Background: an optimization exercise with open tools, aiming at small area, a short achievable clock period and few clock cycles per item. Do not read the settings as production practice. At most, simulation tests tie the RTL to the original design; equivalence was not proved.

==> module scanline_nearest_gap_fill, before the edit <==
module scanline_nearest_gap_fill (
   input  logic        clock,
   input  logic        reset,
   input  logic        req_push,
   output logic        req_full,
   input  logic [24:0] req_data,
   output logic        rsp_empty,
   input  logic        rsp_pop,
   output logic [61:0] rsp_data,
   input  logic        csr_valid,
   output logic        csr_ready,
   input  logic [12:0] csr_data
);
   logic [12:0] wid_ff;       
   logic [11:0] col_ff;
   logic [11:0] row_ff;
   logic        seen_ff;
   logic [11:0] scol_ff;      
   logic [23:0] sclr_ff;      
   logic        blk_ff;       
   logic        re_ff;        
   logic        e2_ff;        
   logic        past_ff;      
   logic        tok_ff;       
   logic        gbig_ff;      
   logic        cnz_ff;       
   logic        rinc_ff;      
   logic        ov_ff;
   logic [11:0] o_start_ff;
   logic [12:0] o_len_ff;
   logic [23:0] o_clr_ff;
   logic        pb_ff;        
   logic        pt_ff;        
   logic        pu_ff;        
   logic        o_last_ff;
   logic        odd_ff;       
   logic        pend_ff;      
   logic        fk0_ff;       
   logic        fk1_ff;       
   logic        fk2_ff;       
   logic        sampled;
   logic [23:0] new_clr;
   logic        pend;
   logic        out_free;
   logic        accept;
   logic        tail_s;
   logic [11:0] gap;
   logic [12:0] tail_len;
   logic [12:0] wid_in;
   logic [12:0] col_x;
   logic [13:0] cmw;
   logic        load;
   logic        row_inc;
   logic [11:0] n_start;
   logic [12:0] n_len, len_s;
   logic [23:0] n_clr;
   logic        n_pb, n_pt, n_odd;
   logic        n_re, n_ov;
   logic        n_pu, n_last, n_seen, n_gbig, n_pend;
   assign csr_ready = 1'b1;
   assign rsp_empty = !ov_ff;
   assign rsp_data  = {o_start_ff, o_len_ff, row_ff, o_clr_ff, o_last_ff};
   assign sampled  = req_data[24];
   assign new_clr  = req_data[23:0];
   assign pend     = pend_ff;
   assign out_free = !ov_ff || rsp_pop;
   assign req_full = fk0_ff || (fk1_ff && sampled)
                     || (!rsp_pop && (fk2_ff || (ov_ff && sampled)));
   assign accept   = req_push && !req_full;
   assign tail_s   = re_ff && !past_ff;
   assign row_inc  = rinc_ff && out_free && !pend;
   assign col_x    = {1'b0, col_ff};
   assign gap      = col_ff - scol_ff;
   assign tail_len = wid_ff - {1'b0, scol_ff};
   assign cmw      = {2'b00, col_ff} - {1'b0, wid_ff};
   always_comb begin
      if (csr_data == 13'd0)
         wid_in = 13'd1;
      else if (csr_data[12] && (csr_data[11:0] != 12'd0))
         wid_in = 13'd4096;
      else
         wid_in = csr_data;
   end
   always_comb begin
      if (!seen_ff)
         len_s = cnz_ff ? col_x : 13'd1;
      else
         len_s = gbig_ff ? {2'b00, gap[11:1]} : 13'd1;
      if (pend)
         n_len = pb_ff ? o_len_ff + {12'd0, odd_ff} : 13'd1;
      else
         n_len = sampled ? len_s : tail_len;
      if (pb_ff || pu_ff)
         n_start = o_start_ff + o_len_ff[11:0];
      else
         n_start = (sampled && !seen_ff && !pend) ? 12'd0 : scol_ff;
      n_clr = (sampled && !pend && !(seen_ff && gbig_ff)) ? new_clr : sclr_ff;
      if (pend)
         n_last = pb_ff ? !pt_ff : 1'b1;
      else if (!sampled)
         n_last = 1'b1;
      else if (!seen_ff)
         n_last = cnz_ff ? !tail_s : 1'b1;
      else
         n_last = gbig_ff ? 1'b0 : !tail_s;
   end
   always_comb begin
      load    = 1'b0;
      n_pb    = pb_ff;
      n_pt    = pt_ff;
      n_pu    = pu_ff;
      n_odd   = odd_ff;
      if (pend) begin
         if (out_free) begin
            load = 1'b1;
            if (pb_ff) begin
               n_pb    = 1'b0;
            end else if (pu_ff) begin
               n_pu    = 1'b0;
            end else begin
               n_pt    = 1'b0;
            end
            if (accept && sampled)
               n_pu = 1'b1;
         end
      end else if (accept) begin
         if (sampled && !seen_ff) begin
            if (cnz_ff) begin
               load    = 1'b1;
               n_pt    = tail_s;
            end else if (tail_s) begin
               load    = 1'b1;
            end
         end else if (sampled) begin
            load = 1'b1;
            if (gbig_ff) begin
               n_pb   = 1'b1;
               n_odd  = gap[0];
               n_pt   = tail_s;
            end else begin
               n_pt   = tail_s;
            end
         end else if (re_ff && seen_ff && tok_ff) begin
            load  = 1'b1;
         end
      end
   end
   always_comb begin
      if (blk_ff)
         n_re = !cmw[13] || (cmw == 14'h3fff);
      else if (accept)
         n_re = re_ff ? (wid_ff == 13'd1) : e2_ff;
      else
         n_re = re_ff;
      n_ov   = load || (ov_ff && !rsp_pop);
      n_seen = accept ? (!re_ff && (seen_ff || sampled)) : seen_ff;
      n_gbig = accept ? !sampled : gbig_ff;
      n_pend = n_pb || n_pt || n_pu;
   end
   always_ff @(posedge clock) begin
      if (reset) begin
         wid_ff  <= sngf_pkg::ROW_WIDTH_RESET;
         col_ff  <= '0;
         row_ff  <= '0;
         rinc_ff <= 1'b0;
         seen_ff <= 1'b0;
         pu_ff   <= 1'b0;
         fk1_ff  <= 1'b0;
         blk_ff  <= 1'b0;
         re_ff   <= 1'b0;
         e2_ff   <= 1'b0;
         past_ff <= 1'b0;
         cnz_ff  <= 1'b0;
         ov_ff   <= 1'b0;
         pb_ff   <= 1'b0;
         pt_ff   <= 1'b0;
         pend_ff <= 1'b0;
         fk0_ff  <= 1'b0;
         fk2_ff  <= 1'b0;
      end else begin
         blk_ff <= csr_valid;
         if (csr_valid) wid_ff <= wid_in;
         re_ff <= n_re;
         if (blk_ff) begin
            past_ff <= !cmw[13];
            e2_ff   <= !cmw[13] || (cmw == 14'h3fff) || (cmw == 14'h3ffe);
         end else if (accept) begin
            past_ff <= 1'b0;
            e2_ff   <= re_ff ? (wid_ff <= 13'd2) : (e2_ff || (cmw == 14'h3ffd));
         end
         if (accept) begin
            col_ff  <= re_ff ? 12'd0 : col_ff + 12'd1;
            cnz_ff  <= !re_ff;
         end
         row_ff  <= row_ff + {11'd0, row_inc};
         rinc_ff <= (accept && re_ff) || (rinc_ff && !row_inc);
         ov_ff   <= n_ov;
         pb_ff   <= n_pb;
         pt_ff   <= n_pt;
         pu_ff   <= n_pu;
         seen_ff <= n_seen;
         pend_ff <= n_pend;
         fk0_ff  <= csr_valid || (n_pend && n_re);
         fk1_ff  <= n_pend && !(n_seen && !n_gbig && !n_re && !n_pt);
         fk2_ff  <= n_ov && n_re;
      end
   end
   always_ff @(posedge clock) begin
      if (blk_ff)
         tok_ff <= wid_ff > {1'b0, scol_ff};
      else if (accept && sampled)
         tok_ff <= 1'b1;
      gbig_ff <= n_gbig;
      if (accept && sampled) begin
         scol_ff <= col_ff;
         sclr_ff <= new_clr;
      end
      odd_ff <= n_odd;
      if (out_free) begin
         o_start_ff <= n_start;
         o_len_ff   <= n_len;
         o_clr_ff   <= n_clr;
         o_last_ff  <= n_last;
      end
   end
endmodule
clock: 5.0 ns
lec_check: 0
cap_margin: 20
core_margin: 2
core_utilization: 60
cts_buf_list: sky130_fd_sc_hd__clkbuf_4 sky130_fd_sc_hd__clkbuf_8
setup_slack_margin: 2.45
slew_margin: 20
standard.sh (not shown) runs the stock make flow with config.mk's settings and CLKGATE_MAP_FILE= SYNTH_SCRIPT=/design/flow/synth_recipe.tcl, a recipe that flattens the netlist after the stock synthesis.
==> flow/flow/run.sh <==
#!/bin/bash
# The standard layout, with the ports buffered by a plain buffer cell
# (buffer_ports otherwise picks sky130_fd_sc_hd__clkdlybuf4s50_1).
set -euo pipefail
export BUFFER_PORTS_ARGS="-buffer_cell sky130_fd_sc_hd__buf_1"
bash standard.sh > standard_flow.log 2>&1
Testbench counts at the start, summed over its fixed seeds: cycles 25,740, runs 12,397.
Then changed:
--- a/flow/design.v
+++ b/flow/design.v
@@ -29,13 +29,12 @@
    logic [11:0] row_ff;
    logic        seen_ff;
    logic [11:0] scol_ff;      
    logic [23:0] sclr_ff;      
    logic        blk_ff;       
    logic        re_ff;        
-   logic        e2_ff;        
    logic        past_ff;      
    logic        tok_ff;       
    logic        gbig_ff;      
    logic        cnz_ff;       
    logic        rinc_ff;      
    logic        ov_ff;
@@ -58,12 +57,13 @@
    logic        accept;
    logic        tail_s;
    logic [11:0] gap;
    logic [12:0] tail_len;
    logic [12:0] wid_in;
    logic [12:0] col_x;
+   logic [13:0] tail_d;
    logic [13:0] cmw;
    logic        load;
    logic        row_inc;
    logic [11:0] n_start;
    logic [12:0] n_len, len_s;
    logic [23:0] n_clr;
@@ -81,13 +81,14 @@
                      || (!rsp_pop && (fk2_ff || (ov_ff && sampled)));
    assign accept   = req_push && !req_full;
    assign tail_s   = re_ff && !past_ff;
    assign row_inc  = rinc_ff && out_free && !pend;
    assign col_x    = {1'b0, col_ff};
    assign gap      = col_ff - scol_ff;
-   assign tail_len = wid_ff - {1'b0, scol_ff};
+   assign tail_d   = {1'b0, wid_ff} - {2'b00, scol_ff};
+   assign tail_len = tail_d[12:0];
    assign cmw      = {2'b00, col_ff} - {1'b0, wid_ff};
    always_comb begin
       if (csr_data == 13'd0)
          wid_in = 13'd1;
       else if (csr_data[12] && (csr_data[11:0] != 12'd0))
          wid_in = 13'd4096;
@@ -159,13 +160,13 @@
       end
    end
    always_comb begin
       if (blk_ff)
          n_re = !cmw[13] || (cmw == 14'h3fff);
       else if (accept)
-         n_re = re_ff ? (wid_ff == 13'd1) : e2_ff;
+         n_re = re_ff ? (wid_ff == 13'd1) : (cmw == 14'h3ffe);
       else
          n_re = re_ff;
       n_ov   = load || (ov_ff && !rsp_pop);
       n_seen = accept ? (!re_ff && (seen_ff || sampled)) : seen_ff;
       n_gbig = accept ? !sampled : gbig_ff;
       n_pend = n_pb || n_pt || n_pu;
@@ -178,32 +179,28 @@
          rinc_ff <= 1'b0;
          seen_ff <= 1'b0;
          pu_ff   <= 1'b0;
          fk1_ff  <= 1'b0;
          blk_ff  <= 1'b0;
          re_ff   <= 1'b0;
-         e2_ff   <= 1'b0;
          past_ff <= 1'b0;
          cnz_ff  <= 1'b0;
          ov_ff   <= 1'b0;
          pb_ff   <= 1'b0;
          pt_ff   <= 1'b0;
          pend_ff <= 1'b0;
          fk0_ff  <= 1'b0;
          fk2_ff  <= 1'b0;
       end else begin
          blk_ff <= csr_valid;
          if (csr_valid) wid_ff <= wid_in;
          re_ff <= n_re;
-         if (blk_ff) begin
+         if (blk_ff)
             past_ff <= !cmw[13];
-            e2_ff   <= !cmw[13] || (cmw == 14'h3fff) || (cmw == 14'h3ffe);
-         end else if (accept) begin
+         else if (accept)
             past_ff <= 1'b0;
-            e2_ff   <= re_ff ? (wid_ff <= 13'd2) : (e2_ff || (cmw == 14'h3ffd));
-         end
          if (accept) begin
             col_ff  <= re_ff ? 12'd0 : col_ff + 12'd1;
             cnz_ff  <= !re_ff;
          end
          row_ff  <= row_ff + {11'd0, row_inc};
          rinc_ff <= (accept && re_ff) || (rinc_ff && !row_inc);
@@ -217,13 +214,13 @@
          fk1_ff  <= n_pend && !(n_seen && !n_gbig && !n_re && !n_pt);
          fk2_ff  <= n_ov && n_re;
       end
    end
    always_ff @(posedge clock) begin
       if (blk_ff)
-         tok_ff <= wid_ff > {1'b0, scol_ff};
+         tok_ff <= !tail_d[13] && (tail_d != 14'd0);
       else if (accept && sampled)
          tok_ff <= 1'b1;
       gbig_ff <= n_gbig;
       if (accept && sampled) begin
          scol_ff <= col_ff;
          sclr_ff <= new_clr;
Result:
- The changed run finished with timing, DRC and antenna clean
- clock-buffer cell count went up by 5
- area after synthesis is about the same
- die area stays flat
- clock skew stays flat
- maximum frequency went down by 3.1%
- via count went down by 2.7%
Function not checked in the second run of this note: the RTL went through the layout flow alone.

-- afterwards: timing with drivers on the ports --
The results above use ideal ports. As a check the final layouts listed here were re-extracted and re-timed, cells and wires unchanged. Step 1: set_driving_cell puts a clkbuf_16 on clock and a buf_2 on each other input, an assumption about the parent block. Step 2 also shifts input and output timing later by t, the mid clock arrival at the registers, as if the neighbouring blocks saw the same clock. Slacks: ideal ports / drivers / drivers and shift; pairs: ideal ports / drivers.
run	t, ns	slack for setup (ns)	worst setup path after step 2	clock arrival spread, ns	pins driven straight from the clock port
the first run	0.498	2.413 / 2.381 / 1.962	input to register	0.011 / 0.012	1
the second run	0.484	2.331 / 2.331 / 2.094	input to register	0.013 / 0.013	1
After both steps every run listed still meets setup and hold. The setup slack of the first run, which loses most, moves by -0.032 ns with the drivers and by -0.451 ns with both steps.
